Source: an optimization exercise on an open RTL-to-GDS flow (aim: small area). Production flows keep margins and buffers that such runs may drop.
Only simulation tests tie the RTL to the original design; equivalence was not proved.
Power and IR drop assume default switching activity.

--- config.mk ---
export PLATFORM = sky130hd
export DESIGN_NAME = serial_parallel_converter
export DESIGN_NICKNAME = serial_parallel_converter
export VERILOG_FILES = /design/flow/design.v
export SDC_FILE = /design/flow/constraint.sdc
export NUM_CORES = 4
export LEC_CHECK = 0
export CAP_MARGIN = 20
export CORE_MARGIN = 2
export CORE_UTILIZATION = 80
export SLEW_MARGIN = 20
export SYNTH_HIERARCHICAL = 1
--- constraint.sdc ---
create_clock -name core_clock -period 4.0 [get_ports {clk}]
set_input_delay 0.8000 -clock core_clock [delete_from_list [all_inputs] [get_ports {clk}]]
set_output_delay 0.8000 -clock core_clock [all_outputs]
set_load 0.01 [all_outputs]
--- design.v ---
module serial_parallel_converter #(
    parameter int unsigned parallelWidth = 512,
    parameter int unsigned serialWidth   = 8
) (
    input  logic                                              clk,
    input  logic                                              rst,
    input  logic [serialWidth-1:0]                            inData,
    input  logic                                              inDataPresent,
    input  logic                                              inDataStartOfFrame,
    input  logic                                              inDataEndOfFrame,
    input  logic                                              inDataError,
    output logic [parallelWidth-1:0]                          outData,
    output logic                                              outValid,
    input  logic                                              outReady,
    output logic                                              outStartOfFrame,
    output logic                                              outEndOfFrame,
    output logic                                              outError,
    output logic [$clog2(parallelWidth/serialWidth):0]        outBytes,
    output logic                                              overflow
);
    localparam int unsigned N  = parallelWidth / serialWidth;
    localparam int unsigned LW = $clog2(N);
    localparam int unsigned CW = LW + 1;
    localparam int unsigned SW = serialWidth;
    logic [LW-1:0] cnt_q;       
    logic          fill_q;      
    logic          err_q;
    logic          wsof_q;
    logic          clr_q;       
    logic          ovn_q;       
    logic          hold_c, slot_c, accept_c, partial_c, complete_c, cnt_zero_c, last_c;
    logic          load_c, load_word_c, drop_c, wr_c, wr0_c, load_d_c;
    logic [LW-1:0] lane_c;
    logic [CW-1:0] new_cnt_c;
    logic          new_err_c, new_sof_c;
    logic [N-1:0]  wr_k_c;
    logic          keep_c;
    assign cnt_zero_c = (cnt_q == '0);
    assign accept_c   = inDataPresent && (inDataStartOfFrame || fill_q);
    assign partial_c  = inDataPresent && inDataStartOfFrame && !cnt_zero_c;
    assign lane_c     = inDataStartOfFrame ? '0 : cnt_q;
    assign last_c     = (lane_c == LW'(N - 1));
    assign new_cnt_c  = {1'b0, lane_c} + CW'(1);
    assign complete_c = accept_c && (last_c || inDataEndOfFrame);
    assign new_err_c  = inDataStartOfFrame ? inDataError : (err_q || inDataError);
    assign new_sof_c  = inDataStartOfFrame || wsof_q;
    assign hold_c      = outValid && !outReady;
    assign slot_c      = !hold_c;
    assign load_word_c = complete_c && slot_c && !partial_c;
    assign load_c      = (partial_c && slot_c) || load_word_c;
    assign drop_c      = (partial_c && !slot_c) || (complete_c && !load_word_c);
    assign load_d_c    = ovn_q || outReady;
    assign wr_c  = accept_c && !inDataStartOfFrame;
    assign wr0_c = accept_c && (inDataStartOfFrame || cnt_zero_c);
    always_comb begin
        for (int k = 0; k < int'(N); k++) begin
            wr_k_c[k] = wr_c && (cnt_q == LW'(k));
        end
    end
    assign keep_c = !clr_q;
    logic [parallelWidth-1:0] lanes_q;    
    genvar g;
    generate
        for (g = 1; g < int'(N) - 1; g++) begin : g_lane
            s2p_lane #(.W(SW)) u_lane (
                .clk  (clk),
                .wr   (wr_k_c[g]),
                .keep (keep_c),
                .bus  (inData),
                .hold (hold_c),
                .load (load_d_c),
                .q    (lanes_q[g*SW +: SW])
            );
        end
    endgenerate
    assign lanes_q[SW-1:0]               = '0;
    assign lanes_q[parallelWidth-1 -: SW] = '0;
    logic [SW-1:0] out0_q;
    logic          sel0_c;
    logic [SW-1:0] outl_q;
    logic          wrl_c;
    assign sel0_c = wr0_c && !partial_c;
    assign wrl_c  = wr_k_c[N-1] && load_d_c;
    s2p_lane0 #(.W(SW)) u_lane0 (
        .clk     (clk),
        .wr      (wr0_c),
        .keep    (!wr0_c),
        .sel_in  (sel0_c),
        .sel_acc (!sel0_c),
        .bus     (inData),
        .hold    (hold_c),
        .load    (load_d_c),
        .q       (out0_q)
    );
    assign outData = {outl_q, lanes_q[parallelWidth-SW-1:SW], out0_q};
    always_ff @(posedge clk) begin
        outl_q <= (outl_q & {SW{hold_c}}) | (inData & {SW{wrl_c}});
        if (!hold_c) begin
            if (partial_c) begin
                outBytes        <= {1'b0, cnt_q};
                outStartOfFrame <= wsof_q;
                outEndOfFrame   <= 1'b1;
                outError        <= 1'b1;
            end else begin
                outBytes        <= new_cnt_c;
                outStartOfFrame <= new_sof_c;
                outEndOfFrame   <= inDataEndOfFrame;
                outError        <= new_err_c;
            end
        end
    end
    always_ff @(posedge clk) begin
        if (rst) begin
            fill_q   <= 1'b0;
            cnt_q    <= '0;
            clr_q    <= 1'b1;
            outValid <= 1'b0;
            ovn_q    <= 1'b1;
            overflow <= 1'b0;
        end else begin
            outValid <= hold_c || load_c;
            ovn_q    <= !(hold_c || load_c);
            overflow <= overflow || drop_c;
            clr_q    <= partial_c || complete_c;
            if (accept_c) begin
                if (complete_c) begin
                    cnt_q  <= '0;
                    fill_q <= inDataEndOfFrame ? 1'b0 : (slot_c && !partial_c);
                end else begin
                    cnt_q  <= new_cnt_c[LW-1:0];
                    fill_q <= 1'b1;
                end
            end
        end
    end
    always_ff @(posedge clk) begin
        if (accept_c) begin
            err_q  <= new_err_c;
            wsof_q <= complete_c ? 1'b0 : new_sof_c;
        end
    end
endmodule
module s2p_lane #(
    parameter int unsigned W = 8
) (
    input  logic         clk,
    input  logic         wr,
    input  logic         keep,
    input  logic [W-1:0] bus,
    input  logic         hold,
    input  logic         load,
    output logic [W-1:0] q
);
    logic [W-1:0] acc_q, nxt_c;
    assign nxt_c = (acc_q & {W{keep}}) | (bus & {W{wr}});
    always_ff @(posedge clk) begin
        acc_q <= nxt_c;
        q     <= (q & {W{hold}}) | (nxt_c & {W{load}});
    end
endmodule
module s2p_lane0 #(
    parameter int unsigned W = 8
) (
    input  logic         clk,
    input  logic         wr,
    input  logic         keep,
    input  logic         sel_in,
    input  logic         sel_acc,
    input  logic [W-1:0] bus,
    input  logic         hold,
    input  logic         load,
    output logic [W-1:0] q
);
    logic [W-1:0] acc_q, src_c;
    assign src_c = (bus & {W{sel_in}}) | (acc_q & {W{sel_acc}});
    always_ff @(posedge clk) begin
        acc_q <= (acc_q & {W{keep}}) | (bus & {W{wr}});
        q     <= (q & {W{hold}}) | (src_c & {W{load}});
    end
endmodule
--- flow/run.sh ---
#!/bin/bash
# Standard ORFS layout with two changes: the port buffers are the smallest buffer
# (buf_1) and the clock tree uses the buffers and clustering given below, without dummy loads.
set -euo pipefail
export BUFFER_PORTS_ARGS="-buffer_cell sky130_fd_sc_hd__buf_1"
export CTS_ARGS="-sink_clustering_enable -repair_clock_nets -dont_use_dummy_load -buf_list sky130_fd_sc_hd__clkbuf_8 -sink_clustering_size 16 -sink_clustering_max_diameter 60"
bash standard.sh > make_finish.log 2>&1
--- standard.sh ---
#!/bin/bash
# synth_recipe.tcl (not shown) runs the flow's synth.tcl, then flattens the netlist and writes it again
# the make line also repeats each setting of config.mk as NAME=value (left out here)
make -C /OpenROAD-flow-scripts/flow DESIGN_CONFIG=/design/flow/config.mk WORK_HOME=/design/flow/orfs CLKGATE_MAP_FILE= SYNTH_SCRIPT=/design/flow/synth_recipe.tcl "${@:-finish}"
==> impl_metrics.yaml, run 1 <==
placed_design:
  dp_slack_ps: 589
  port_buffers: 538
  hpwl_um: 54000
  dpl-instance-area_um2: 33800
  place.gp.congestion: 0.927
clock_tree:
  cts_hold_buf: 0
  h-tree-depth: 3
  cts_buffer_depth: 3
  cts_tree: "yes"
  cts.repair.resized: 0
  clk_pin_slew_ps: 100
  post_cts_buffers: 0
  insertion_delay_ps: 660
  cts_made_buffers: 74
  clockRootBuffer: "clkbuf_8"
  clock_sinks: 1039
route:
  drtAntennaViolNets: 0
  top_layer: "met4"
  wl_met3_um: 10500
  num_vias: 23400
  viasPerCell: 6.88
  wl_met1_um: 33600
  drc: 0
  drt_iter0_drc: 2347
  first_pass_iters: 6
  route.met2.wl_um: 39100
  post_drt_wl_per_cell_um: 26.1
  wl_um: 88800
yosys:
  synth_edf_count: 12
  ys_types: 41
  async_flop_share: 0
  yosysWarnings: 9
  synth_fp_nets: 2518
  yosys-mux-area-fraction: 0
  synth_seq_area_share: 0.640
  synth_top_flop_cell: "dfxtp_1"
  synth_top_family_by_area: "compound AO/OA/AOI/OAI gates"
  synth_compound_area_frac: 0.281
  syn_inst: 2502
  synth-xor-area-share: 0
  synth_area_um2: 32700
  synth_adder_area_share: 0.000383
  syn_avg_cell_area_um2: 13.1
  synth-simple-area-share: 0.0178
  ys_seq_elements: 1039
grt:
  grt.overflow.total: 0
  first_global_vias: 22300
  antenna_found_initial: 5
  grt_pass1_wl_um: 131000
  grt.total_usage: 0.399
  grt_max_degree: 198
layout:
  area_growth_pct: 6.61
  nets: 2889
  fin_area_um2: 34900
  postLayoutCoreUtil: 0.859
  drive_above_1_share: 0.0401
pwr:
  ir_drop_mv: 0.334
  cellPowerDensity_nw_per_um2: 451
  p_leak_uw: 0.0133
worst_hold_path:
  hp-class: "input port to flop"
  hp-start: "inDataError"
setup_path:
  worstSetupEndpointType: "flop"
  required_ps: 4510
  cp_max_fo: 20
  worst_path_most_repeated_cell: "inv_1"
  cpMaxStageDelayCell: "o21ai_0"
  worstSetupPathType: "input port to flop"
  arrival_ps: 3430
  critPathTopFamily: "buffers and inverters"
  cp-start-kind: "input port"
  worst-path-buf-inv: 5
  r2r-start: "fill_q"
  critPathLaunch: "inDataStartOfFrame"
  worst_path_largest_cell_delay_ps: 500
  path_cells: "buf_1, buf_4, o21ai_0, inv_2, nand4_1, inv_1, nor2_1, inv_1, a22o_1"
die:
  die_height_um: 206
  start_util: 0.806
  pin_count: 539
  coreArea_um2: 40600
  die_area_um2: 42500
  rows: 74
  die_x_um: 206
timing:
  setup_tns_ps: 0
  worst_pin_slew_ps: 1180
  fin_crit_sh: 0.729
  finalMaxSlewViolations: 0
  fmax_mhz: 343
  rsz0062_at_grt: "false"
  setup_viol: 0
  finalWorstSetupSlack_ps: 1090
  hold_viol: 0
  fin_crit_ps: 2910
  finClkSkew_ps: 45.8
  hold_ws_ps: 413
  slew_headroom: 0.213
job:
  maxCapViolations: 0
outcome:
  status: "no timing/DRC/antenna violations"
state kept, by name (all words and copies together) (netlist names):
| name | count |
|---|---|
| outEndOfFrame | 1 |
| outError | 1 |
| err_q | 1 |
| outBytes | 7 |
| wsof_q | 1 |
| cnt_q | 6 |
| outStartOfFrame | 1 |
| outl_q | 8 |
| g_lane.u_lane.q | 496 |
| outValid | 1 |
| overflow | 1 |
| g_lane.u_lane.acc_q | 496 |
| clr_q | 1 |
| fill_q | 1 |
| u_lane0.q | 8 |
| ovn_q | 1 |
| u_lane0.acc_q | 8 |
cells by family after synthesis:
family                   count (synthesis)
adder cells (fa/ha/maj)                  1
AND/OR/NAND/NOR                        132
buffers and inverters                  274
flip-flops                            1039
AO/OA/AOI/OAI                         1056
report_power, final:
| group | switching, µW | total [µW] | internal [µW] |
|---|---|---|---|
| clock | 3020 | 4690 | 1670 |
| sequential | 27.9 | 10400 | 10400 |
| combinational | 478 | 585 | 107 |
| total | 3530 | 15700 | 12200 |
cell usage after synthesis, types with 2 or more instances:
| cell | count | share of area |
|---|---|---|
| a22o_1 | 1026 | 0.27 |
| nor2_1 | 74 | 0.0085 |
| and3_1 | 2 | 0.00038 |
| buf_6 | 126 | 0.043 |
| buf_1 | 126 | 0.014 |
| nand2_1 | 22 | 0.0025 |
| nor3_1 | 4 | 0.00061 |
| o21ai_0 | 9 | 0.0014 |
| inv_1 | 6 | 0.00069 |
| edfxtp_1 | 12 | 0.011 |
| nand3_1 | 9 | 0.0014 |
| nand2b_1 | 3 | 0.00057 |
| clkbuf_1 | 14 | 0.0016 |
| a21oi_1 | 5 | 0.00077 |
| nor2b_1 | 6 | 0.0011 |
| dfxtp_1 | 1027 | 0.63 |
| nand4_1 | 4 | 0.00077 |
| a31oi_1 | 2 | 0.00038 |
| a21o_1 | 3 | 0.00069 |
routing by layer:
| metal | up-vias | track usage |
|---|---|---|
| met5 | - | 0 |
| met4 | 0 | 0.236 |
| met2 | 1279 | 0.595 |
| met1 | 11600 | 0.510 |
| met3 | 299 | 0.131 |
| li1 | 10200 | - |
final timing paths:
path / end / slack [ps] / depth (start not counted)
worst max-delay path: u_lane0.acc_q[6] / 1090 / 9
worst min-delay path: err_q / 410 / 2
worst max register to register: u_lane0.acc_q[6] / 1120 / 7
worst min register to register: g_lane[32].u_lane.acc_q[6] / 480 / 1
cell usage in the layout (no fill, tap or decap), types with 2 or more instances in the layout:
master    Yosys  layout
a21oi_1       5       5
and3_1        2       2
nor3_1        4       4
buf_1       126     530
clkbuf_8      0      74
inv_1         6       4
nand4_1       4       4
nor2b_1       6       6
a22o_1     1026    1026
nand3_1       9       9
inv_8         0       2
buf_12        0      15
nor2_1       74      74
diode_2       0       5
edfxtp_1     12      12
buf_2         1       8
a21o_1        3       3
a31oi_1       2       2
nand2b_1      3       3
o21ai_0       9       9
dfxtp_1    1027    1027
buf_4         0       9
nand2_1      22      22
worst reg2reg max path: stages, from the launching register on:
cell     delay, ps
dfxtp_1        360
o21ai_0        510
inv_2          230
nand4_1        360
inv_1          260
nor2_1         490
inv_1          270
a22o_1         250
cell type report:
cell class,instances,area (µm²)
well taps,532,666
fillers,2150,5700
diodes,5,12.5
inverters,7,41.3
clock buffers,74,1020
repair buffers,562,2400
flip-flops and latches,1039,20900
multi-input cells,1189,9800
through the flow:
step           instances  power, µW
6_report            3408      15700
2_1_floorplan       2502      11100
3_5_place_dp        3329      11200
4_1_cts             3403      15700
3_3_place_gp        3329      11200
5_1_grt             3406      16100
==> run 2: changes to the inputs <==
--- a/config.mk
+++ b/config.mk
@@ -7,6 +7,6 @@
 export LEC_CHECK = 0
 export CAP_MARGIN = 20
 export CORE_MARGIN = 2
-export CORE_UTILIZATION = 80
+export CORE_UTILIZATION = 70
 export SLEW_MARGIN = 20
 export SYNTH_HIERARCHICAL = 1
==> run 2 against run 1 <==
Compared with the run above:
- still clean
- first-iteration DRC count decreased by 9.1%
- sequential cell count did not move
- die area increased by 14%
- cell count rose by 2.4%
- via count shrank 2.1%
- sequential power barely moved
- clock power rose by 1%
- non-clock buffer count increased by 9
- sequential share of layout area down 0.19 points
- synthesized area stayed put
- global-route usage decreased by 4.8 points
- critical path type is now flop to flop
- largest cell class unchanged
- highest routed layer is now met5
==> impl_metrics.yaml, run 2 <==
grt:
  grt_max_degree: 188
  grt_use_met2: 0.526
  use_met1: 0.475
  grt.overflow.total: 0
  top_usage_layer: "met2"
  antenna_found_initial: 5
  grt_pass1_wl_um: 132000
  first_global_vias: 21500
  grt_util_met3: 0.103
  grt.total_usage: 0.351
layout:
  layout_commonest_cell: "dfxtp_1"
  postLayoutCoreUtil: 0.754
  fill_cells: 3266
  drive_above_1_share: 0.0431
  largestRegisters: "g_lane.u_lane.acc_q (496), g_lane.u_lane.q (496)"
  fin_area_um2: 35000
  nets: 2898
  layout_common_cells: "1027 x dfxtp_1, 1026 x a22o_1, 530 x buf_1"
  area_growth_pct: 6.95
yosys:
  synth_area_um2: 32700
  syn_inst: 2502
  synth_top_flop_cell: "dfxtp_1"
  yosysMostFrequentCell: "dfxtp_1"
  yosysWarnings: 9
  ys_types: 41
  async_flop_share: 0
  synth.top_cells.by_count: "1027 x dfxtp_1, 1026 x a22o_1, 126 x buf_1, 126 x buf_6, 74 x nor2_1"
  synth_edf_count: 12
  synth_area_leaders: "dfxtp_1 63%, a22o_1 27%, buf_6 4.3%"
  synth_seq_area_share: 0.640
  syn_avg_cell_area_um2: 13.1
  ys_seq_elements: 1039
  synth_fp_nets: 2518
  synth_top_area_frac: 0.629
  yosysTopAreaCell: "dfxtp_1"
clock_tree:
  clockRootBuffer: "clkbuf_8"
  cts_hold_buf: 0
  cts_made_buffers: 74
  cts.repair.resized: 0
  post_cts_buffers: 0
  cts_tree: "yes"
  insertion_delay_ps: 690
  clock_sinks: 1039
  clk_pin_slew_ps: 100
  cts_buffer_depth: 3
  h-tree-depth: 3
route:
  drt_iter0_drc: 2134
  first_pass_iters: 6
  wl_um: 89200
  drc: 0
  viasPerCell: 6.57
  num_vias: 22900
  drtAntennaViolNets: 0
  post_drt_wl_per_cell_um: 25.6
timing:
  finClkSkew_ps: 26.0
  setup_viol: 0
  fmax_mhz: 361
  setup_tns_ps: 0
  fin_crit_sh: 0.693
  worst_pin_slew_ps: 1060
  finalMaxSlewViolations: 0
  rsz0062_at_grt: "false"
  hold_ws_ps: 401
  slew_headroom: 0.291
  hold_viol: 0
  fin_crit_ps: 2770
job:
  maxCapViolations: 0
placed_design:
  dpl-instance-area_um2: 33900
  port_buffers: 538
  hpwl_um: 55100
  place.gp.congestion: 0.942
setup_path:
  worstSetupPathType: "flop to flop"
  cp_max_fo: 11
  required_ps: 4590
  cp-start-kind: "flop"
  worstSetupEndpointType: "flop"
  arrival_ps: 3360
pwr:
  p_leak_uw: 0.0134
  total_power_uw: 15800
  cellPowerDensity_nw_per_um2: 451
  ir_drop_mv: 0.373
die:
  pin_count: 539
  die_height_um: 220
  die_x_um: 220
  rows: 79
  die_area_um2: 48400
  coreArea_um2: 46400
  start_util: 0.705
outcome:
  status: "no timing/DRC/antenna violations"
worst_hold_path:
  hp-class: "input port to flop"
-- run 2: cell counts after synthesis --
No cell type changed its count.
-- run 2: stage by stage --
| step | instances | setup slack [ps] |
|---|---|---|
| floorplan | 2502 | 855 |
| global placement | 3413 | 931 |
| detailed placement | 3413 | 669 |
| CTS | 3487 | 1330 |
| global route | 3490 | 1010 |
| finish | 3491 | 1230 |
-- run 2: logic make-up after synthesis --
group,after synthesis,synth area share
AOI/OAI and AO/OA,1056,0.281
adders and majority gates,1,0.000383
buffers and inverters,274,0.0604
DFF,1039,0.640
and+or+nand+nor,132,0.0178
-- run 2: final cells by class --
class	instances	area [µm²]	area share
Timing Repair Buffer	571	2420	0.0691
Tap cell	607	759	0.0217
Sequential cell	1039	20900	0.598
Multi-Input combinational cell	1189	9800	0.280
Antenna cell	4	10.0	0.000286
Clock buffer	74	1020	0.0291
Inverter	7	41.3	0.00118
-- run 2: layer usage --
metal  part of all wire  vias to the layer above
li1                   -                    10200
met1               0.41                    11400
met2               0.45                     1056
met3              0.098                      217
met4              0.044                        2
met5            0.00015                        -
-- run 2: power breakdown --
| group | switching (µW) | total [µW] | internal, µW |
|---|---|---|---|
| logic | 487 | 595 | 108 |
| registers | 25.6 | 10400 | 10400 |
| clock network | 3070 | 4740 | 1670 |
-- run 2: worst paths after layout --
kind	startpoint	cells past startpoint	slack (ps)	endpoint
worst max-delay path	fill_q	7	1230	u_lane0.acc_q[7]
worst min register to register	g_lane[61].u_lane.q[5]	1	480	g_lane[61].u_lane.q[5]
worst max register to register	fill_q	7	1230	u_lane0.acc_q[7]
worst min-delay path	inDataError	2	400	err_q
-- run 2: critical path, cell delays in order (launching register included) --
cell     delay (ps)
dfxtp_1         370
o21ai_0         540
inv_2           240
nand4_1         330
inv_1           230
nor2_1          470
inv_1           270
a22o_1          250
==> run 3: changes to the inputs <==
==> flow/run.sh (replaced) <==
#!/bin/bash
# Standard ORFS layout with two changes: the port buffers are the smallest buffer
# (buf_1) and the clock tree uses the buffers and clustering given below, without dummy loads.
set -euo pipefail
export BUFFER_PORTS_ARGS="-buffer_cell sky130_fd_sc_hd__buf_1"
export CTS_ARGS="-sink_clustering_enable -repair_clock_nets -dont_use_dummy_load -buf_list sky130_fd_sc_hd__clkbuf_16 -sink_clustering_size 36 -sink_clustering_max_diameter 50"
bash standard.sh > make_finish.log 2>&1
--- a/config.mk
+++ b/config.mk
@@ -7,6 +7,6 @@
 export LEC_CHECK = 0
 export CAP_MARGIN = 20
 export CORE_MARGIN = 2
-export CORE_UTILIZATION = 70
+export CORE_UTILIZATION = 80
 export SLEW_MARGIN = 20
 export SYNTH_HIERARCHICAL = 1
==> run 3 against run 2 <==
Compared with the run above:
- final area rose by 0.28%
- largest power group unchanged
- sequential share of layout area is 0.16 points lower
- global-route usage increased by 5.2 points
- still clean
- via count rose by 1.7%
- largest cell class unchanged
==> impl_metrics.yaml, run 3 <==
clock_tree:
  cts_buffer_depth: 3
  h-tree-depth: 2
  cts.repair.resized: 0
  clockRootBuffer: "clkbuf_16"
  insertion_delay_ps: 640
  post_cts_buffers: 0
  cts_hold_buf: 0
  cts_made_buffers: 49
  cts_tree: "yes"
  clock_sinks: 1039
  clk_pin_slew_ps: 110
pwr:
  ir_drop_mv: 0.478
  cellPowerDensity_nw_per_um2: 464
  p_leak_uw: 0.0134
  total_power_uw: 16300
grt:
  use_met1: 0.519
  grt_use_met2: 0.609
  grt_max_degree: 198
  antenna_found_initial: 5
  top_usage_layer: "met2"
  first_global_vias: 22400
  grt.total_usage: 0.403
  grt_util_met3: 0.120
  grt_pass1_wl_um: 133000
  grt.overflow.total: 0
job:
  maxCapViolations: 0
timing:
  hold_ws_ps: 455
  hold_viol: 0
  worst_pin_slew_ps: 1200
  finClkSkew_ps: 59.5
  setup_tns_ps: 0
  finalMaxSlewViolations: 0
  setup_viol: 0
  slew_headroom: 0.199
  fin_crit_sh: 0.718
  fmax_mhz: 348
  rsz0062_at_grt: "false"
  fin_crit_ps: 2870
die:
  die_height_um: 206
  coreArea_um2: 40600
  die_x_um: 206
  start_util: 0.806
  die_area_um2: 42500
  pin_count: 539
  rows: 74
worst_hold_path:
  hp-class: "input port to flop"
setup_path:
  critPathTopFamily: "buffers and inverters"
  worst-path-buf-inv: 5
  worstSetupPathType: "input port to flop"
  worst_path_largest_cell_delay_ps: 500
  cp-start-kind: "input port"
  path_depth: 9
  arrival_ps: 3410
  timing.rr.end: "u_lane0.acc_q[7]"
  critPathLaunch: "inDataStartOfFrame"
  path_cells: "buf_1, buf_4, o21ai_0, inv_2, nand4_1, inv_1, nor2_1, inv_1, a22o_1"
  r2r_setup_slack_ps: 1200
  cpMaxStageDelayCell: "o21ai_0"
  crit_path_end: "u_lane0.acc_q[7]"
  worst_path_most_repeated_cell: "inv_1"
  cp_max_fo: 20
  ff2ff_path_depth: 7
  worstSetupEndpointType: "flop"
  required_ps: 4530
  r2r-start: "fill_q"
yosys:
  synth_top_family_by_area: "compound AO/OA/AOI/OAI gates"
  synth_edf_count: 12
  async_flop_share: 0
  synth-simple-area-share: 0.0178
  synth_adder_area_share: 0.000383
  ys_types: 41
  yosysTopAreaCell: "dfxtp_1"
  synth.top_cells.by_count: "1027 x dfxtp_1, 1026 x a22o_1, 126 x buf_1, 126 x buf_6, 74 x nor2_1"
  yosysMostFrequentCell: "dfxtp_1"
  synth_fp_nets: 2518
  synth_area_leaders: "dfxtp_1 63%, a22o_1 27%, buf_6 4.3%"
  yosysWarnings: 9
  synth-xor-area-share: 0
  synth_area_um2: 32700
  synth_compound_area_frac: 0.281
  synth_top_flop_cell: "dfxtp_1"
  syn_avg_cell_area_um2: 13.1
  syn_inst: 2502
  synth_top_area_frac: 0.629
  ys_seq_elements: 1039
  yosys-mux-area-fraction: 0
  synth_seq_area_share: 0.640
layout:
  drive_above_1_share: 0.0316
  area_growth_pct: 7.25
  largestRegisters: "g_lane.u_lane.acc_q (496), g_lane.u_lane.q (496)"
  layout_commonest_cell: "dfxtp_1"
  finalNonFillerCells: 3383
  nets: 2864
  layout_common_cells: "1027 x dfxtp_1, 1026 x a22o_1, 530 x buf_1"
outcome:
  status: "no timing/DRC/antenna violations"
route:
  post_drt_wl_per_cell_um: 26.6
  drtAntennaViolNets: 0
  viasPerCell: 6.90
  wl_um: 89900
  drt_iter0_drc: 2580
  first_pass_iters: 8
  drc: 0
  num_vias: 23300
placed_design:
  place.gp.congestion: 0.927
  dp.cells: 3329
  port_buffers: 538
  hpwl_um: 54000
-- run 3: final cells by class --
class                      instances  area [µm²]
timing repair buffer             562        2400
fill                            2087        5490
multi-input combinational       1189        9800
clock buffer                      49        1230
antenna                            5        12.5
tap                              532         666
sequential                      1039       20900
inverter                           7        41.3
-- run 3: report_power, final --
| group | internal (µW) | switching, µW |
|---|---|---|
| logic | 107 | 478 |
| registers | 10400 | 28.2 |
| clock network | 2190 | 3050 |
-- run 3: worst min-delay path by stage --
stage | from | end | slack (ps) | cells after the start
floorplan | g_lane[10].u_lane.acc_q[6] | g_lane[10].u_lane.acc_q[6] | 440 | 1
global placement | g_lane[7].u_lane.acc_q[6] | g_lane[7].u_lane.acc_q[6] | 460 | 1
detailed placement | g_lane[23].u_lane.acc_q[6] | g_lane[23].u_lane.acc_q[6] | 460 | 1
CTS | rst | outValid | 440 | 2
global route | inDataError | err_q | 460 | 2
finish | inDataError | err_q | 460 | 2
-- run 3: worst register-to-register path: stages (launching register included) --
cell	delay [ps]
dfxtp_1	360
o21ai_0	510
inv_2	230
nand4_1	360
inv_1	260
nor2_1	470
inv_1	260
a22o_1	250
-- run 3: kinds of logic (layout without fill, tap and decap cells) --
group	after synthesis	count (layout)
AOI/OAI and AO/OA	1056	1056
DFF	1039	1039
buffers and inverters	274	618
and+or+nand+nor	132	132
adders and majority gates	1	1
other	0	5
-- run 3: metal layers --
metal  up-vias  part of all wire
met1     11700              0.38
met2      1247              0.44
met4         0             0.062
met5         -                 0
met3       262              0.11
li1      10200                 -
-- run 3: through the flow --
step,instance area (µm²),setup slack [ps],util
CTS,35000,1250,0.864
finish,35100,1130,0.865
global route,35100,931,0.864
floorplan,32700,855,-
global placement,33800,894,0.834
detailed placement,33800,589,0.834
==> run 4: changes to the inputs <==
==> flow/run.sh (replaced) <==
#!/bin/bash
# Standard ORFS layout with two changes: the port buffers are the smallest buffer
# (buf_1) and the clock tree uses the buffers and clustering given below, without dummy loads.
set -euo pipefail
export BUFFER_PORTS_ARGS="-buffer_cell sky130_fd_sc_hd__buf_1"
export CTS_ARGS="-sink_clustering_enable -repair_clock_nets -dont_use_dummy_load -buf_list sky130_fd_sc_hd__clkbuf_8 -sink_clustering_size 20 -sink_clustering_max_diameter 45"
bash standard.sh > make_finish.log 2>&1
==> run 4 against run 3 <==
Compared with the run above:
- clock-buffer cell count up 22
- synthesized cell count unchanged
- highest routed layer unchanged
- routed wire length down 2.2%
- via count is 0.13% lower
- largest power group unchanged
- worst hold slack worse by 30 ps
- setup slack improved by 37 ps
- still clean
==> impl_metrics.yaml, run 4 <==
clock_tree:
  cts_made_buffers: 71
  h-tree-depth: 3
  clock_sinks: 1039
  cts_buffer_depth: 3
  insertion_delay_ps: 680
  cts_hold_buf: 0
  post_cts_buffers: 0
  clk_pin_slew_ps: 100
  cts.repair.resized: 0
  cts_tree: "yes"
  clockRootBuffer: "clkbuf_8"
worst_hold_path:
  holdPathStages: 2
  hp-class: "input port to flop"
grt:
  grt_pass1_wl_um: 130000
  grt.total_usage: 0.395
  grt.overflow.total: 0
  antenna_found_initial: 4
  first_global_vias: 22100
  grt_max_degree: 198
die:
  rows: 74
  start_util: 0.806
  coreArea_um2: 40600
  pin_count: 539
  die_height_um: 206
  die_x_um: 206
  die_area_um2: 42500
timing:
  hold_viol: 0
  slew_headroom: 0.226
  worst_pin_slew_ps: 1160
  fmax_mhz: 353
  fin_crit_ps: 2830
  rsz0062_at_grt: "false"
  finalMaxSlewViolations: 0
  fin_crit_sh: 0.709
  setup_tns_ps: 0
  finClkSkew_ps: 71.3
  setup_viol: 0
  finalWorstSetupSlack_ps: 1170
yosys:
  yosysMostFrequentCell: "dfxtp_1"
  synth_top_family_by_area: "compound AO/OA/AOI/OAI gates"
  synth_adder_area_share: 0.000383
  ys_seq_elements: 1039
  synth_top_flop_cell: "dfxtp_1"
  syn_inst: 2502
  synth-xor-area-share: 0
  synth_top_area_frac: 0.629
  yosys-mux-area-fraction: 0
  synth_fp_nets: 2518
  synth.top_cells.by_count: "1027 x dfxtp_1, 1026 x a22o_1, 126 x buf_1, 126 x buf_6, 74 x nor2_1"
  synth_area_leaders: "dfxtp_1 63%, a22o_1 27%, buf_6 4.3%"
  synth-simple-area-share: 0.0178
  synth_edf_count: 12
  synth_area_um2: 32700
  syn_avg_cell_area_um2: 13.1
  async_flop_share: 0
  ys_types: 41
  synth_compound_area_frac: 0.281
  synth_seq_area_share: 0.640
  yosysTopAreaCell: "dfxtp_1"
  yosysWarnings: 9
setup_path:
  critPathLaunch: "inDataStartOfFrame"
  ff2ff_path_depth: 7
  arrival_ps: 3380
  r2r_setup_slack_ps: 1260
  cp-start-kind: "input port"
  required_ps: 4540
  timing.rr.end: "u_lane0.acc_q[6]"
  cp_max_fo: 20
  worstSetupEndpointType: "flop"
  worstSetupPathType: "input port to flop"
  crit_path_end: "u_lane0.acc_q[6]"
  r2r-start: "fill_q"
pwr:
  cellPowerDensity_nw_per_um2: 448
  ir_drop_mv: 0.391
  total_power_uw: 15600
  p_leak_uw: 0.0133
route:
  viasPerCell: 6.85
  drtAntennaViolNets: 0
  wl_um: 87900
  drc: 0
  num_vias: 23300
  first_pass_iters: 6
  drt_iter0_drc: 2520
  post_drt_wl_per_cell_um: 25.8
layout:
  area_growth_pct: 6.48
  layout_common_cells: "1027 x dfxtp_1, 1026 x a22o_1, 530 x buf_1"
  finalNonFillerCells: 3404
  layout_commonest_cell: "dfxtp_1"
  postLayoutCoreUtil: 0.858
  drive_above_1_share: 0.0391
  nets: 2886
  largestRegisters: "g_lane.u_lane.acc_q (496), g_lane.u_lane.q (496)"
placed_design:
  port_buffers: 538
  dp.cells: 3329
  hpwl_um: 54000
  dp_slack_ps: 589
  place.gp.congestion: 0.927
outcome:
  status: "no timing/DRC/antenna violations"
job:
  maxCapViolations: 0
-- run 4: cell counts after synthesis --
Identical to the previous run, type by type.
-- run 4: kinds of logic (layout without fill, tap and decap cells) --
kind of cell,count (synthesis),count (layout)
compound gates,1056,1056
fa+ha+maj,1,1
buf+inv,274,640
flops,1039,1039
other cells,0,4
simple gates,132,132
-- run 4: worst min path at each step --
stage	start	to	slack, ps
4_1_cts	inDataError	err_q	390
6_report	inDataError	err_q	430
3_3_place_gp	g_lane[7].u_lane.acc_q[6]	g_lane[7].u_lane.acc_q[6]	460
5_1_grt	inDataError	err_q	410
2_1_floorplan	g_lane[10].u_lane.acc_q[6]	g_lane[10].u_lane.acc_q[6]	440
3_5_place_dp	g_lane[23].u_lane.acc_q[6]	g_lane[23].u_lane.acc_q[6]	460
-- run 4: layout make-up --
type	instances	area, µm²
Tap cell	532	666
Multi-Input combinational cell	1189	9800
Inverter	7	41.3
Clock buffer	71	977
Timing Repair Buffer	562	2400
Antenna cell	4	10.0
Fill cell	2187	5750
Sequential cell	1039	20900
-- run 4: power by group --
group	total, µW	switching [µW]	internal, µW
Clock	4600	2990	1610
Sequential	10400	27.3	10400
Combinational	583	476	107
Total	15600	3500	12100
-- run 4: metal layers --
layer  GRT usage  vias to the layer above  routed length (µm)  part of all wire
met5           0                        -                   0                 0
met4       0.205                        0                4970             0.056
met3       0.117                      240                9560              0.11
met2       0.598                     1258               39300              0.45
met1       0.515                    11600               34100              0.39
li1            -                    10200                   -                 -
-- run 4: critical path: stages --
cell and delay, ps:
buf_1 70, buf_4 190, o21ai_0 480, inv_2 220, nand4_1 360, inv_1 260
nor2_1 470, inv_1 260, a22o_1 250
-- run 4: stage by stage --
step	hold WS, ps	cell area [µm²]
finish	426	34800
global route	408	34800
CTS	393	34800
detailed placement	459	33800
global placement	457	33800
floorplan	444	32700
==> run 5: changes to the inputs <==
==> flow/run.sh (replaced) <==
#!/bin/bash
# Standard ORFS layout with two changes: the port buffers are the smallest buffer
# (buf_1) and the clock tree uses the buffers and clustering given below, without dummy loads.
set -euo pipefail
export BUFFER_PORTS_ARGS="-buffer_cell sky130_fd_sc_hd__buf_1"
export CTS_ARGS="-sink_clustering_enable -repair_clock_nets -dont_use_dummy_load -buf_list sky130_fd_sc_hd__clkbuf_8 -sink_clustering_size 18 -sink_clustering_max_diameter 50"
bash standard.sh > make_finish.log 2>&1
--- a/config.mk
+++ b/config.mk
@@ -7,6 +7,6 @@
 export LEC_CHECK = 0
 export CAP_MARGIN = 20
 export CORE_MARGIN = 2
-export CORE_UTILIZATION = 80
+export CORE_UTILIZATION = 70
 export SLEW_MARGIN = 20
 export SYNTH_HIERARCHICAL = 1
==> run 5 against run 4 <==
Compared with the run above:
- sequential share of layout area shrank 0.16 points
- die area grew 14%
- clock skew shrank 33 ps
- global-route usage shrank 4.4 points
- total power is essentially flat
- critical path depth shrank 2
- sequential power is essentially flat
- clock power is essentially flat
- critical path type is now flop to flop
- critical endpoint is now u_lane0.acc_q[7]
- largest cell class unchanged
- largest power group unchanged
- highest routed layer is now met5
==> impl_metrics.yaml, run 5 <==
yosys:
  synth_area_um2: 32700
  ys_seq_elements: 1039
  synth.top_cells.by_count: "1027 x dfxtp_1, 1026 x a22o_1, 126 x buf_1, 126 x buf_6, 74 x nor2_1"
  syn_avg_cell_area_um2: 13.1
  yosysWarnings: 9
  synth_edf_count: 12
  yosysMostFrequentCell: "dfxtp_1"
  syn_inst: 2502
  async_flop_share: 0
  ys_types: 41
  synth_area_leaders: "dfxtp_1 63%, a22o_1 27%, buf_6 4.3%"
  synth_top_area_frac: 0.629
  yosysTopAreaCell: "dfxtp_1"
  synth_seq_area_share: 0.640
  synth_top_flop_cell: "dfxtp_1"
  synth_fp_nets: 2518
timing:
  hold_viol: 0
  finalMaxSlewViolations: 0
  rsz0062_at_grt: "false"
  finClkSkew_ps: 38.1
  worst_pin_slew_ps: 1070
  slew_headroom: 0.284
  setup_tns_ps: 0
  fmax_mhz: 347
  fin_crit_ps: 2880
  fin_crit_sh: 0.721
  setup_viol: 0
route:
  num_vias: 23000
  drtAntennaViolNets: 0
  post_drt_wl_per_cell_um: 25.6
  drt_iter0_drc: 2223
  first_pass_iters: 8
  drc: 0
  wl_um: 89200
  viasPerCell: 6.60
placed_design:
  place.gp.congestion: 0.942
  port_buffers: 538
  hpwl_um: 55100
  dpl-instance-area_um2: 33900
setup_path:
  cp_max_fo: 11
  timing.rr.end: "u_lane0.acc_q[7]"
  r2r_setup_slack_ps: 1120
  worst_path_largest_cell_delay_ps: 590
  worstSetupPathType: "flop to flop"
  cp-start-kind: "flop"
  r2r-start: "fill_q"
  required_ps: 4580
  worst_path_most_repeated_cell: "inv_1"
  cpMaxStageDelayCell: "o21ai_0"
  critPathTopFamily: "compound AO/OA/AOI/OAI gates"
  ff2ff_path_depth: 7
  arrival_ps: 3460
  worst-path-buf-inv: 3
  worstSetupEndpointType: "flop"
  path_cells: "o21ai_0, inv_2, nand4_1, inv_1, nor2_1, inv_1, a22o_1"
clock_tree:
  cts_made_buffers: 69
  clockRootBuffer: "clkbuf_8"
  clk_pin_slew_ps: 110
  cts_hold_buf: 0
  cts.repair.resized: 0
  insertion_delay_ps: 690
  post_cts_buffers: 0
  h-tree-depth: 3
  cts_tree: "yes"
  cts_buffer_depth: 3
  clock_sinks: 1039
pwr:
  swShare: 0.227
  power_frac_seq: 0.668
  p_leak_uw: 0.0133
  cellPowerDensity_nw_per_um2: 447
  p_int_uw: 12100
  switchingPower_uw: 3540
  total_power_uw: 15600
  combPwrFrac: 0.038
  ir_drop_mv: 0.399
  power_frac_clock: 0.294
outcome:
  status: "no timing/DRC/antenna violations"
layout:
  ff_latch_area_um2: 20900
  layout_common_cells: "1027 x dfxtp_1, 1026 x a22o_1, 530 x buf_1"
  layout_commonest_cell: "dfxtp_1"
  multiInputGateArea_um2: 9800
  fin_area_um2: 34900
  nets: 2893
  area_growth_pct: 6.76
  fill_cells: 3270
  largestRegisters: "g_lane.u_lane.acc_q (496), g_lane.u_lane.q (496)"
  drive_above_1_share: 0.0414
worst_hold_path:
  holdPathStages: 2
  hold_end: "err_q"
  hp-class: "input port to flop"
  hp-start: "inDataError"
grt:
  grt.total_usage: 0.351
  grt_pass1_wl_um: 131000
  antenna_found_initial: 7
  first_global_vias: 21400
  grt.overflow.total: 0
  grt_max_degree: 188
die:
  start_util: 0.705
  die_area_um2: 48400
  rows: 79
  die_height_um: 220
  pin_count: 539
  die_x_um: 220
  coreArea_um2: 46400
job:
  maxCapViolations: 0
## run 5: changes by cell type in the layout (fill, tap and decap cells not counted), sizes merged
| cell | before | now |
|---|---|---|
| buf | 562 | 570 |
| diode | 4 | 6 |
| clkbuf | 71 | 70 |
## run 5: cells by family (layout without fill, tap and decap cells)
group,Yosys count,in the layout,synth area share
AND/OR/NAND/NOR,132,132,0.0178
buffers and inverters,274,647,0.0604
adder cells (fa/ha/maj),1,1,0.000383
other,0,6,0
flip-flops,1039,1039,0.640
AO/OA/AOI/OAI,1056,1056,0.281
## run 5: worst max-delay path by stage
| stage | endpoint | depth (start not counted) | startpoint |
|---|---|---|---|
| after floorplan | g_lane[10].u_lane.q[0] | 5 | outReady |
| after global placement | u_lane0.acc_q[7] | 8 | inDataStartOfFrame |
| after detailed placement | u_lane0.acc_q[7] | 8 | inDataStartOfFrame |
| after CTS | u_lane0.acc_q[7] | 7 | fill_q |
| after global routing | u_lane0.acc_q[7] | 7 | fill_q |
| final | u_lane0.acc_q[7] | 7 | fill_q |
## run 5: final cells by class
cell class,count,share of cell area
diodes,6,0.000430
repair buffers,571,0.0693
well taps,607,0.0218
inverters,7,0.00118
clock buffers,69,0.0272
multi-input cells,1189,0.281
flip-flops and latches,1039,0.599
## run 5: power by group through the flow
stage,sequential (µW),clock (µW),combinational (µW)
finish,10400,4590,594
global placement,10700,0,575
global route,10400,4990,617
floorplan,10700,0,394
CTS,10400,4640,581
detailed placement,10700,0,579
## run 5: worst register-to-register path, delay by kind of cell (launching register included)
kind                   cells  cell delay (ps)
AO/OA/AOI/OAI              2              840
buffers and inverters      3              740
AND/OR/NAND/NOR            2              800
flip-flops                 1              380
## run 5: stage by stage
stage	cells	setup WS, ps	utilization	hold WS, ps
2_1_floorplan	2502	855	-	444
3_3_place_gp	3413	931	0.732	458
3_5_place_dp	3413	669	0.732	459
4_1_cts	3482	1300	0.753	374
5_1_grt	3487	996	0.753	375
6_report	3488	1120	0.753	409
## run 5: routing by layer
layer  track usage  routed length, µm  vias to the layer above
li1              -                  -                    10200
met1         0.474              36600                    11500
met2         0.523              39800                     1054
met3         0.105               8830                      212
met4         0.161               3950                        2
met5             0                 13                        -

what the ideal ports hide:
The flow's constraints put no driver on any port. The routed layouts listed below were extracted and timed again, unchanged, in two steps.
Step 1 assumes that a clkbuf_16 drives the clock port and a buf_2 every other input.
Step 2, shift: input delay + t, output delay - t, t = (earliest + latest rising clock arrival at the registers) / 2. This alone moves slack from input paths to output paths.
a / b / c = ideal ports / drivers / drivers and shift; a / b = the first two.
| run | t, ns | setup slack, ns | latest minus earliest clock arrival (ns) | worst register clock-pin slew, ns |
|---|---|---|---|---|
| run 1 | 0.691 | 1.086 / 1.080 / 0.390 | 0.047 / 0.047 | 0.10 / 0.10 |
| run 2 | 0.734 | 1.227 / 1.227 / 0.524 | 0.031 / 0.031 | 0.10 / 0.10 |
| run 3 | 0.675 | 1.129 / 1.128 / 0.453 | 0.073 / 0.074 | 0.12 / 0.12 |
| run 4 | 0.699 | 1.166 / 1.159 / 0.460 | 0.073 / 0.073 | 0.12 / 0.12 |
| run 5 | 0.731 | 1.118 / 1.118 / 0.454 | 0.045 / 0.046 | 0.11 / 0.11 |
After both steps setup and hold are still met in every run listed. For run 4, which loses most, drivers alone change the setup slack by -0.007 ns; drivers and shift together by -0.706 ns.
